This design comes from an exercise in tuning for small area on the open sky130 flow, not from production work. Function was checked by simulation only, so behaviour that the tests miss may differ from the original. Power figures rest on the tool's default switching activity, not on a simulated workload.

==> flow/design.v <==
module nrf_spi_responder (
   input  logic       CLOCK_50,
   input  logic       RESET,
   input  logic       NRF_SCK,
   input  logic       NRF_CSN,
   input  logic       NRF_MOSI,
   output logic       NRF_MISO,
   output logic       NRF_IRQ,
   input  logic       rx_wr_en,
   input  logic [7:0] rx_wr_data,
   input  logic       rx_commit,
   output logic       rx_full,
   input  logic       tx_rd_en,
   output logic [7:0] tx_rd_data,
   output logic       tx_avail
);
   localparam logic [1:0] StIdle = 2'd0, StCmd = 2'd1, StData = 2'd2, StIgnore = 2'd3;
   localparam logic [1:0] CmdRReg = 2'd0, CmdWReg = 2'd1, CmdRRx = 2'd2, CmdWTx = 2'd3;
   logic [1:0] sck_sync_q, mosi_sync_q, csn_sync_q;
   logic       sck_prev_q;
   always_ff @(posedge CLOCK_50) begin
      sck_sync_q  <= {sck_sync_q[0], NRF_SCK};
      mosi_sync_q <= {mosi_sync_q[0], NRF_MOSI};
      sck_prev_q  <= sck_sync_q[1];
   end
   always_ff @(posedge CLOCK_50 or posedge RESET) begin
      if (RESET) csn_sync_q <= 2'b11;
      else       csn_sync_q <= {csn_sync_q[0], NRF_CSN};
   end
   logic sck_s, csn_s, mosi_s, sck_rise, sck_fall;
   assign sck_s    = sck_sync_q[1];
   assign csn_s    = csn_sync_q[1];
   assign mosi_s   = mosi_sync_q[1];
   assign sck_rise = sck_s & ~sck_prev_q;
   assign sck_fall = ~sck_s & sck_prev_q;
   logic [1:0] state_q;
   logic [1:0] cmd_q;
   logic [2:0] bit_cnt_q;
   logic [6:0] shift_in_q;
   logic [7:0] shift_out_q;
   logic       miso_q;
   logic [4:0] addr_q;
   logic       addr_ovf_q;
   logic       rx_dr_q, tx_ds_q;
   logic       rx_full_q, rx_read_q;
   logic [5:0] rx_wr_ptr_q, rx_hwm_q;
   logic       tx_avail_q, tx_wrote_q;
   logic [5:0] tx_ptr_q;
   logic [7:0] tx_rd_data_q;
   logic [31:0][7:0] reg_q;
   logic [31:0][7:0] rx_buf_q;
   logic [31:0][7:0] tx_buf_q;
   logic idle, in_cmd, in_data, spi_start, spi_end, byte_done;
   assign idle      = (state_q == StIdle);
   assign in_cmd    = (state_q == StCmd);
   assign in_data   = (state_q == StData);
   assign spi_start = ~csn_s & idle;
   assign spi_end   = csn_s & ~idle;
   assign byte_done = sck_rise & (bit_cnt_q == 3'd7) & ~csn_s & ~idle;
   logic [7:0] rx_byte, status;
   logic       is_rreg, is_wreg, is_rrx, is_wtx, is_ftx, is_frx;
   assign rx_byte = {shift_in_q, mosi_s};
   assign status  = {1'b0, rx_dr_q, tx_ds_q, 1'b0, rx_full_q ? 3'b000 : 3'b111, tx_avail_q};
   assign is_rreg = (rx_byte[7:5] == 3'b000);
   assign is_wreg = (rx_byte[7:5] == 3'b001);
   assign is_rrx  = (rx_byte == 8'h61);
   assign is_wtx  = (rx_byte == 8'hA0) & ~tx_avail_q;
   assign is_ftx  = (rx_byte == 8'hE1);
   assign is_frx  = (rx_byte == 8'hE2);
   logic cmd_done, data_done, wreg_wr, wtx_wr, rrx_rd;
   assign cmd_done  = byte_done & in_cmd;
   assign data_done = byte_done & in_data;
   assign wreg_wr   = data_done & (cmd_q == CmdWReg);
   assign wtx_wr    = data_done & (cmd_q == CmdWTx) & (tx_ptr_q != 6'd0);
   assign rrx_rd    = data_done & (cmd_q == CmdRRx);
   logic [4:0] rd_addr, addr_next;
   logic       addr_carry;
   assign rd_addr = in_cmd ? {rx_byte[4:1], rx_byte[0] & ~rx_byte[6]} : addr_q;
   assign {addr_carry, addr_next} = rd_addr + {4'd0, ~(in_cmd & is_wreg)};
   logic [7:0] reg_rd, rx_rd, out_byte;
   logic [31:0] rd_sel;
   always_comb begin
      reg_rd = 8'h00;
      rx_rd  = 8'h00;
      for (int i = 0; i < 32; i++) begin
         rd_sel[i] = (rd_addr == 5'(i));
         reg_rd = reg_rd | ({8{rd_sel[i]}} & ((i == 7) ? status : reg_q[i]));
         rx_rd  = rx_rd  | ({8{rd_sel[i]}} & rx_buf_q[i]);
      end
   end
   logic sel_reg, sel_rx, rx_valid;
   assign sel_reg  = in_cmd ? is_rreg : in_data & (cmd_q == CmdRReg);
   assign sel_rx   = in_cmd ? is_rrx  : in_data & (cmd_q == CmdRRx);
   assign rx_valid = ~(in_data & addr_ovf_q) & ({1'b0, rd_addr} < rx_hwm_q);
   assign out_byte = (sel_reg ? reg_rd : 8'h00) | ((sel_rx & rx_valid) ? rx_rd : 8'h00);
   always_ff @(posedge CLOCK_50 or posedge RESET) begin
      if (RESET) state_q <= StIdle;
      else if (spi_start) state_q <= StCmd;
      else if (spi_end) state_q <= StIdle;
      else if (cmd_done) state_q <= (is_rreg | is_wreg | is_rrx | is_wtx) ? StData : StIgnore;
   end
   always_ff @(posedge CLOCK_50) begin
      if (spi_start) begin
         bit_cnt_q   <= 3'd0;
         shift_out_q <= {status[6:0], 1'b0};
         miso_q      <= status[7];
         rx_read_q   <= 1'b0;
         tx_wrote_q  <= 1'b0;
      end else if (spi_end) begin
         bit_cnt_q <= 3'd0;
         miso_q    <= 1'b0;
      end else if (!idle) begin
         if (sck_rise) begin
            shift_in_q <= rx_byte[6:0];
            bit_cnt_q  <= bit_cnt_q + 3'd1;
            if (bit_cnt_q == 3'd7) shift_out_q <= out_byte;
         end else if (sck_fall) begin
            miso_q      <= shift_out_q[7];
            shift_out_q <= {shift_out_q[6:0], 1'b0};
         end
      end
      if (cmd_done) begin
         cmd_q <= is_rreg ? CmdRReg : is_wreg ? CmdWReg : is_rrx ? CmdRRx : CmdWTx;
      end
      if (cmd_done | data_done) begin
         addr_q     <= addr_next;
         addr_ovf_q <= ~in_cmd & (addr_ovf_q | addr_carry);
      end
      if (rrx_rd) rx_read_q <= 1'b1;
      if (wtx_wr) tx_wrote_q <= 1'b1;
   end
   assign NRF_MISO = miso_q & ~idle;
   function automatic logic [7:0] reg_rst(int a);
      case (a)
         0:       reg_rst = 8'h08;
         1:       reg_rst = 8'h3F;
         2, 3, 4: reg_rst = 8'h03;
         5:       reg_rst = 8'h02;
         6:       reg_rst = 8'h0E;
         default: reg_rst = 8'h00;
      endcase
   endfunction
   logic rst_seen_q;
   always_ff @(posedge CLOCK_50 or posedge RESET) begin
      if (RESET) rst_seen_q <= 1'b1;
      else       rst_seen_q <= 1'b0;
   end
   for (genvar i = 0; i < 32; i++) begin : g_reg
      if (i == 7) begin : g_status
         always_ff @(posedge CLOCK_50) reg_q[i] <= 8'h00;
      end else begin : g_store
         logic       en;
         logic [7:0] d;
         assign en = rst_seen_q | (wreg_wr && addr_q == 5'(i));
         assign d  = (rx_byte & ~{8{rst_seen_q}}) | (reg_rst(i) & {8{rst_seen_q}});
         always_ff @(posedge CLOCK_50) begin
            if (en) reg_q[i] <= d;
         end
      end
   end
   logic rx_wr, rx_cm;
   assign rx_wr = ~rx_full_q & rx_wr_en & ~rx_wr_ptr_q[5];
   assign rx_cm = ~rx_full_q & rx_commit & (rx_wr_ptr_q != 6'd0);
   for (genvar i = 0; i < 32; i++) begin : g_rx
      always_ff @(posedge CLOCK_50) begin
         if (rx_wr && rx_wr_ptr_q[4:0] == 5'(i)) rx_buf_q[i] <= rx_wr_data;
      end
   end
   always_ff @(posedge CLOCK_50 or posedge RESET) begin
      if (RESET) begin
         rx_wr_ptr_q <= 6'd0;
         rx_hwm_q    <= 6'd0;
         rx_full_q   <= 1'b0;
         rx_dr_q     <= 1'b0;
      end else begin
         if (cmd_done && is_frx) begin
            rx_full_q   <= 1'b0;
            rx_wr_ptr_q <= 6'd0;
         end
         if (spi_end && rx_read_q) rx_full_q <= 1'b0;
         if (wreg_wr && addr_q == 5'd7 && rx_byte[6]) rx_dr_q <= 1'b0;
         if (rx_wr) begin
            rx_wr_ptr_q <= rx_wr_ptr_q + 6'd1;
            if (rx_wr_ptr_q == rx_hwm_q) rx_hwm_q <= rx_wr_ptr_q + 6'd1;
         end
         if (rx_cm) begin
            rx_full_q   <= 1'b1;
            rx_dr_q     <= 1'b1;
            rx_wr_ptr_q <= 6'd0;
         end
      end
   end
   always_ff @(posedge CLOCK_50) begin
      if (wtx_wr) tx_buf_q <= {rx_byte, tx_buf_q[31:1]};
   end
   logic [7:0] tx_rd;
   always_comb begin
      tx_rd = 8'h00;
      for (int i = 0; i < 32; i++)
         tx_rd = tx_rd | ({8{tx_ptr_q[4:0] == 5'(i)}} & tx_buf_q[i]);
   end
   logic tx_load, tx_pop;
   assign tx_load = spi_end & tx_wrote_q;
   assign tx_pop  = tx_rd_en & tx_avail_q;
   always_ff @(posedge CLOCK_50) begin
      if (cmd_done && is_wtx) tx_ptr_q <= 6'd32;
      else if (wtx_wr) tx_ptr_q <= tx_ptr_q - 6'd1;
      else if (tx_load || (tx_pop && !tx_ptr_q[5])) tx_ptr_q <= tx_ptr_q + 6'd1;
   end
   always_ff @(posedge CLOCK_50 or posedge RESET) begin
      if (RESET) begin
         tx_avail_q   <= 1'b0;
         tx_rd_data_q <= 8'h00;
         tx_ds_q      <= 1'b0;
      end else begin
         if (tx_pop) begin
            if (tx_ptr_q[5]) tx_avail_q <= 1'b0;
            else             tx_rd_data_q <= tx_rd;
         end
         if (cmd_done && is_ftx) tx_avail_q <= 1'b0;
         if (tx_load) begin
            tx_avail_q   <= 1'b1;
            tx_ds_q      <= 1'b1;
            tx_rd_data_q <= tx_rd;
         end
         if (wreg_wr && addr_q == 5'd7 && rx_byte[5]) tx_ds_q <= 1'b0;
      end
   end
   assign rx_full    = rx_full_q;
   assign tx_avail   = tx_avail_q;
   assign tx_rd_data = tx_rd_data_q;
   logic irq_q;
   always_ff @(posedge CLOCK_50 or posedge RESET) begin
      if (RESET) irq_q <= 1'b1;
      else       irq_q <= ~((rx_dr_q & ~reg_q[0][6]) | (tx_ds_q & ~reg_q[0][5]));
   end
   assign NRF_IRQ = irq_q;
endmodule
clock: 10.0 ns
lec_check: 0
cap_margin: 20
core_margin: 2
core_utilization: 40
slew_margin: 20
standard.sh (not shown) runs the stock make flow with config.mk's settings and CLKGATE_MAP_FILE= SYNTH_SCRIPT=/design/flow/synth_recipe.tcl, a recipe that flattens the netlist after the stock synthesis.
==> flow/flow/run.sh <==
#!/bin/bash
# Standard layout with two changes: the buffers abc put into the netlist are removed at
# floorplan (repair_design puts back what slew and capacitance need), and the clock tree uses
# small clock buffers without dummy loads.
set -e
export REMOVE_ABC_BUFFERS=1
export CTS_ARGS="-sink_clustering_enable -repair_clock_nets -buf_list sky130_fd_sc_hd__clkbuf_8 -sink_clustering_size 18 -sink_clustering_max_diameter 60 -dont_use_dummy_load"
bash standard.sh > standard.log 2>&1
Edit:
==> flow/flow/run.sh (replaced) <==
#!/bin/bash
# Standard layout with two changes: the buffers abc put into the netlist are removed at
# floorplan (repair_design puts back what slew and capacitance need), and the clock tree uses
# small clock buffers without dummy loads.
set -e
export REMOVE_ABC_BUFFERS=1
export CTS_ARGS="-sink_clustering_enable -repair_clock_nets -buf_list sky130_fd_sc_hd__clkbuf_16 -sink_clustering_size 28 -sink_clustering_max_diameter 70 -dont_use_dummy_load"
bash standard.sh > standard.log 2>&1
=> The new run ran to the end with no violations; clock power climbs by about 10%; register-to-register slack improved by 0.05 ns; cell count goes down by 0.68%; via count drops by 1.2%; sequential power is about the same; fmax rises by 1.3%; setup slack improved by 0.056 ns; power goes up by 2.7%.

-- static timing again, ports no longer ideal --
No port has a modelled driver above. Below, the same layouts with a new extraction and two added sets of constraints. Step 1 assumes that a clkbuf_16 drives the clock port and a buf_2 every other input. Step 2 adds t to the input delays and takes it off the output delays; t is the mean of the earliest and latest rising clock arrival at the registers after step 1. Input paths then give back, and output paths get back, about the clock's delay inside the block. Slacks: no drivers / after step 1 / after step 2; pairs: no drivers / after step 1.
run | t, ns | setup WS [ns] | worst setup path at the end | latest minus earliest clock arrival (ns)
the first run | 0.721 | 5.686 / 5.623 / 5.494 | input to register | 0.142 / 0.141
the second run | 0.655 | 5.741 / 5.677 / 5.491 | input to register | 0.120 / 0.120
After both steps every run listed still meets setup and hold. For the second run, which loses most, drivers alone change the setup slack by -0.064 ns; drivers and shift together by -0.250 ns.
